This design comes from an exercise in tuning for small area on the open sky130 flow, not from production work. Only simulation tests tie the RTL to the original design; equivalence was not proved.

// calc_entry_fsm
module calc_entry_fsm (
    input  logic        clk,
    input  logic        rst_n,
    input  logic [3:0]  key_val,
    input  logic        key_pressed,
    output logic [26:0] disp_mag,
    output logic        disp_neg,
    output logic        err,
    output logic        busy
);
    localparam logic [2:0] S_A = 3'd0, S_B = 3'd1, S_SHOW = 3'd2, S_ERR = 3'd3;
    localparam logic [1:0] OP_ADD = 2'd0, OP_SUB = 2'd1, OP_MUL = 2'd2, OP_DIV = 2'd3;
    localparam logic [26:0] MAX_MAG = 27'd99_999_999;
    localparam logic [4:0]  LFSR_START = 5'b00001, LFSR_END = 5'b10101;
    logic [2:0]  st, st_nx;
    logic        init;               
    logic        a_s, a_s_nx;        
    logic [26:0] a_m, a_m_nx;        
    logic [13:0] b, b_nx;
    logic        r_s, r_s_nx;        
    logic [26:0] r_m, r_m_nx;        
    logic [26:0] p, p_nx;            
    logic        ovf, ovf_nx;        
    logic [1:0]  op, op_nx;
    logic        bseen, bseen_nx;
    logic       is_digit, is_op, is_eq, is_clr;
    logic [1:0] key_op;
    always_comb begin
        is_digit = key_pressed && (key_val <= 4'd9);
        is_clr   = key_pressed && (key_val == 4'd11);
        is_eq    = key_pressed && (key_val == 4'd15);
        is_op    = key_pressed && (key_val == 4'd10 || key_val == 4'd12 ||
                                   key_val == 4'd13 || key_val == 4'd14);
        key_op   = {key_val[1], key_val[0] | ~key_val[2]};
    end
    logic [9:0]  dx;
    logic [13:0] dy;
    logic        a_small, b_small, b_nz, b_one;
    always_comb begin
        dx      = (st == S_B) ? b[9:0] : (st == S_A) ? a_m[9:0] : 10'd0;
  ...
Size: roughly 1,300 cells after synthesis, about 110 flip-flops, ~37 I/O pins, about 11,000 um2 of cells after synthesis.
Settings: LEC_CHECK=0, CAP_MARGIN=0, CORE_MARGIN=2, CORE_UTILIZATION=40, CTS_BUF_LIST=sky130_fd_sc_hd__clkbuf_8 sky130_fd_sc_hd__clkbuf_16, SLEW_MARGIN=0; clock period 10.0 ns.
standard.sh (not shown) runs the stock make flow with config.mk's settings and CLKGATE_MAP_FILE= SYNTH_SCRIPT=/design/flow/synth_recipe.tcl, a recipe that flattens the netlist after the stock synthesis.
==> flow/flow/run.sh <==
#!/bin/bash
# Standard ORFS layout (the standard.sh, standard synthesis unchanged),
# except that the port buffers that global placement inserts use the
# smallest buffer cell instead of the resizer's default pick.
set -euo pipefail
export BUFFER_PORTS_ARGS="-buffer_cell sky130_fd_sc_hd__buf_1"
bash standard.sh > orfs_flow.log 2>&1
The baseline ran to the end with no violations.
Then changed:
Settings changed: CAP_MARGIN 0 to 20, CTS_BUF_LIST sky130_fd_sc_hd__clkbuf_8 sky130_fd_sc_hd__clkbuf_16 to sky130_fd_sc_hd__clkbuf_8, CTS_CLUSTER_DIAMETER from default to 50, CTS_CLUSTER_SIZE from default to 10, PLACE_DENSITY from default to 0.75, SLEW_MARGIN 0 to 20.
Result: Hold slack hardly moves. Setup slack degrades by 0.12 ns.
Then changed:
==> flow/run.sh (new file) <==
#!/bin/bash
# synth_recipe.tcl (not shown) runs the flow's synth.tcl, then flattens the netlist and writes it again
# the make line also repeats each setting of config.mk as NAME=value (left out here)
make -C /OpenROAD-flow-scripts/flow DESIGN_CONFIG=/design/flow/config.mk WORK_HOME=/design/flow/orfs CLKGATE_MAP_FILE= SYNTH_SCRIPT=/design/flow/synth_recipe.tcl finish
Settings changed: CTS_BUF_LIST sky130_fd_sc_hd__clkbuf_8 to default, CTS_CLUSTER_DIAMETER 50 to default, CTS_CLUSTER_SIZE 10 to default, PLACE_DENSITY 0.75 to default.
removed: flow/flow/run.sh
removed: flow/standard.sh
Worst setup slack got worse by 0.27 ns.
Clock-buffer cell count rose by 1.
Non-clock buffer count rises by 5.
First-iteration DRC count drops by 17%.
Utilization rose by 1.5 points.
Via count shrinks by 1.6%.
Sequential cell count is unchanged.
Synthesized cell count is unchanged.
Global-route usage goes up by 1.8 points.
Fmax shrinks by 3.5%.
Then changed:
==> flow/flow/run.sh (new file) <==
#!/bin/bash
# Standard ORFS layout (the standard.sh, standard synthesis unchanged),
# with two layout settings of ORFS's own scripts changed:
#  - the port buffers that global placement inserts use the smallest buffer
#    cell instead of the resizer's default pick;
#  - after global routing's timing repair, ORFS's power recovery downsizes
#    cells on paths with positive slack (RECOVER_POWER, percent of paths).
set -euo pipefail
export BUFFER_PORTS_ARGS="-buffer_cell sky130_fd_sc_hd__buf_1"
export RECOVER_POWER=100
bash standard.sh > orfs_flow.log 2>&1
==> flow/standard.sh (new file) <==
#!/bin/bash
# synth_recipe.tcl (not shown) runs the flow's synth.tcl, then flattens the netlist and writes it again
# the make line also repeats each setting of config.mk as NAME=value (left out here)
make -C /OpenROAD-flow-scripts/flow DESIGN_CONFIG=/design/flow/config.mk WORK_HOME=/design/flow/orfs CLKGATE_MAP_FILE= SYNTH_SCRIPT=/design/flow/synth_recipe.tcl "${@:-finish}"
Settings changed: CTS_BUF_LIST from default to sky130_fd_sc_hd__clkbuf_8, CTS_CLUSTER_DIAMETER from default to 50, CTS_CLUSTER_SIZE from default to 10.
removed: flow/run.sh
Result:
- Now the flow finished but fails on max-capacitance violations, max-slew violations
- final area went down by about 3.5%
- fmax went down by about 8%
- final cell count is unchanged
- count of clock-buffer cells in the layout went down by 1
- synthesized area does not change
- die area does not change
- sequential cell count is unchanged
- utilization went down by 1.5 points
- synthesized cell count does not change
Then changed:
==> flow/flow/run.sh (replaced) <==
#!/bin/bash
# Standard ORFS layout (the standard.sh, standard synthesis unchanged),
# except that the port buffers that global placement inserts use the
# smallest buffer cell instead of the resizer's default pick.
set -euo pipefail
export BUFFER_PORTS_ARGS="-buffer_cell sky130_fd_sc_hd__buf_1"
bash standard.sh > orfs_flow.log 2>&1
Settings changed: CORE_UTILIZATION 40 to 55.
Result:
- With this change the flow completed with no timing, DRC or antenna violations
- synthesized cell count stays the same
- sequential cell count is unchanged
- hold slack got worse by 0.0053 ns
- final area barely changes
- wire length went down slightly
- sequential share of layout area is about the same
- worst setup slack improves by 0.99 ns
- critical path depth does not change
- area after synthesis stays the same
- non-clock buffer count goes up by 2
- cell count goes down by a few percent
Then changed:
Settings changed: CORE_UTILIZATION 55 to 40, CTS_CLUSTER_DIAMETER 50 to 40, CTS_CLUSTER_SIZE 10 to 8.
What happened: Setup slack is better by 0.073 ns; wire length is higher slightly; via count stays the same; hold slack is better by 0.0068 ns.

## afterwards: timing with drivers on the ports
In the flow no input, the clock included, has a driving cell. The finished layouts below were timed again as built, in two steps. Step 1, drivers: a clkbuf_16 drives clk and a buf_2 each remaining input, both assumed. Step 2 times the ports against the registers' clock, not the clock port: input delays grow and output delays shrink by t, the midpoint of the rising clock arrivals with the driver on. a / b / c = no drivers / after step 1 / after step 2; a / b = the first two.
run | t (ns) | setup slack, ns | worst setup path after step 2 | worst slew at a driven data input, ns | cell pins on the clock port's net
the first run | 0.413 | 2.607 / 2.625 / 2.212 | input to register | 0.03 | 1
the second run | 0.427 | 2.483 / 2.498 / 2.071 | input to register | 0.04 | 1
the third run | 0.410 | 2.208 / 2.226 / 1.816 | input to register | 0.04 | 1
the fourth run | 0.439 | 1.571 / 1.571 / 1.571 | register to register | 0.04 | 1
the fifth run | 0.444 | 2.565 / 2.582 / 2.139 | input to register | 0.04 | 1
the sixth run | 0.441 | 2.638 / 2.649 / 2.208 | input to register | 0.04 | 1
The setup slack of the sixth run, which loses most, moves by +0.011 ns with the drivers and by -0.430 ns with both steps.
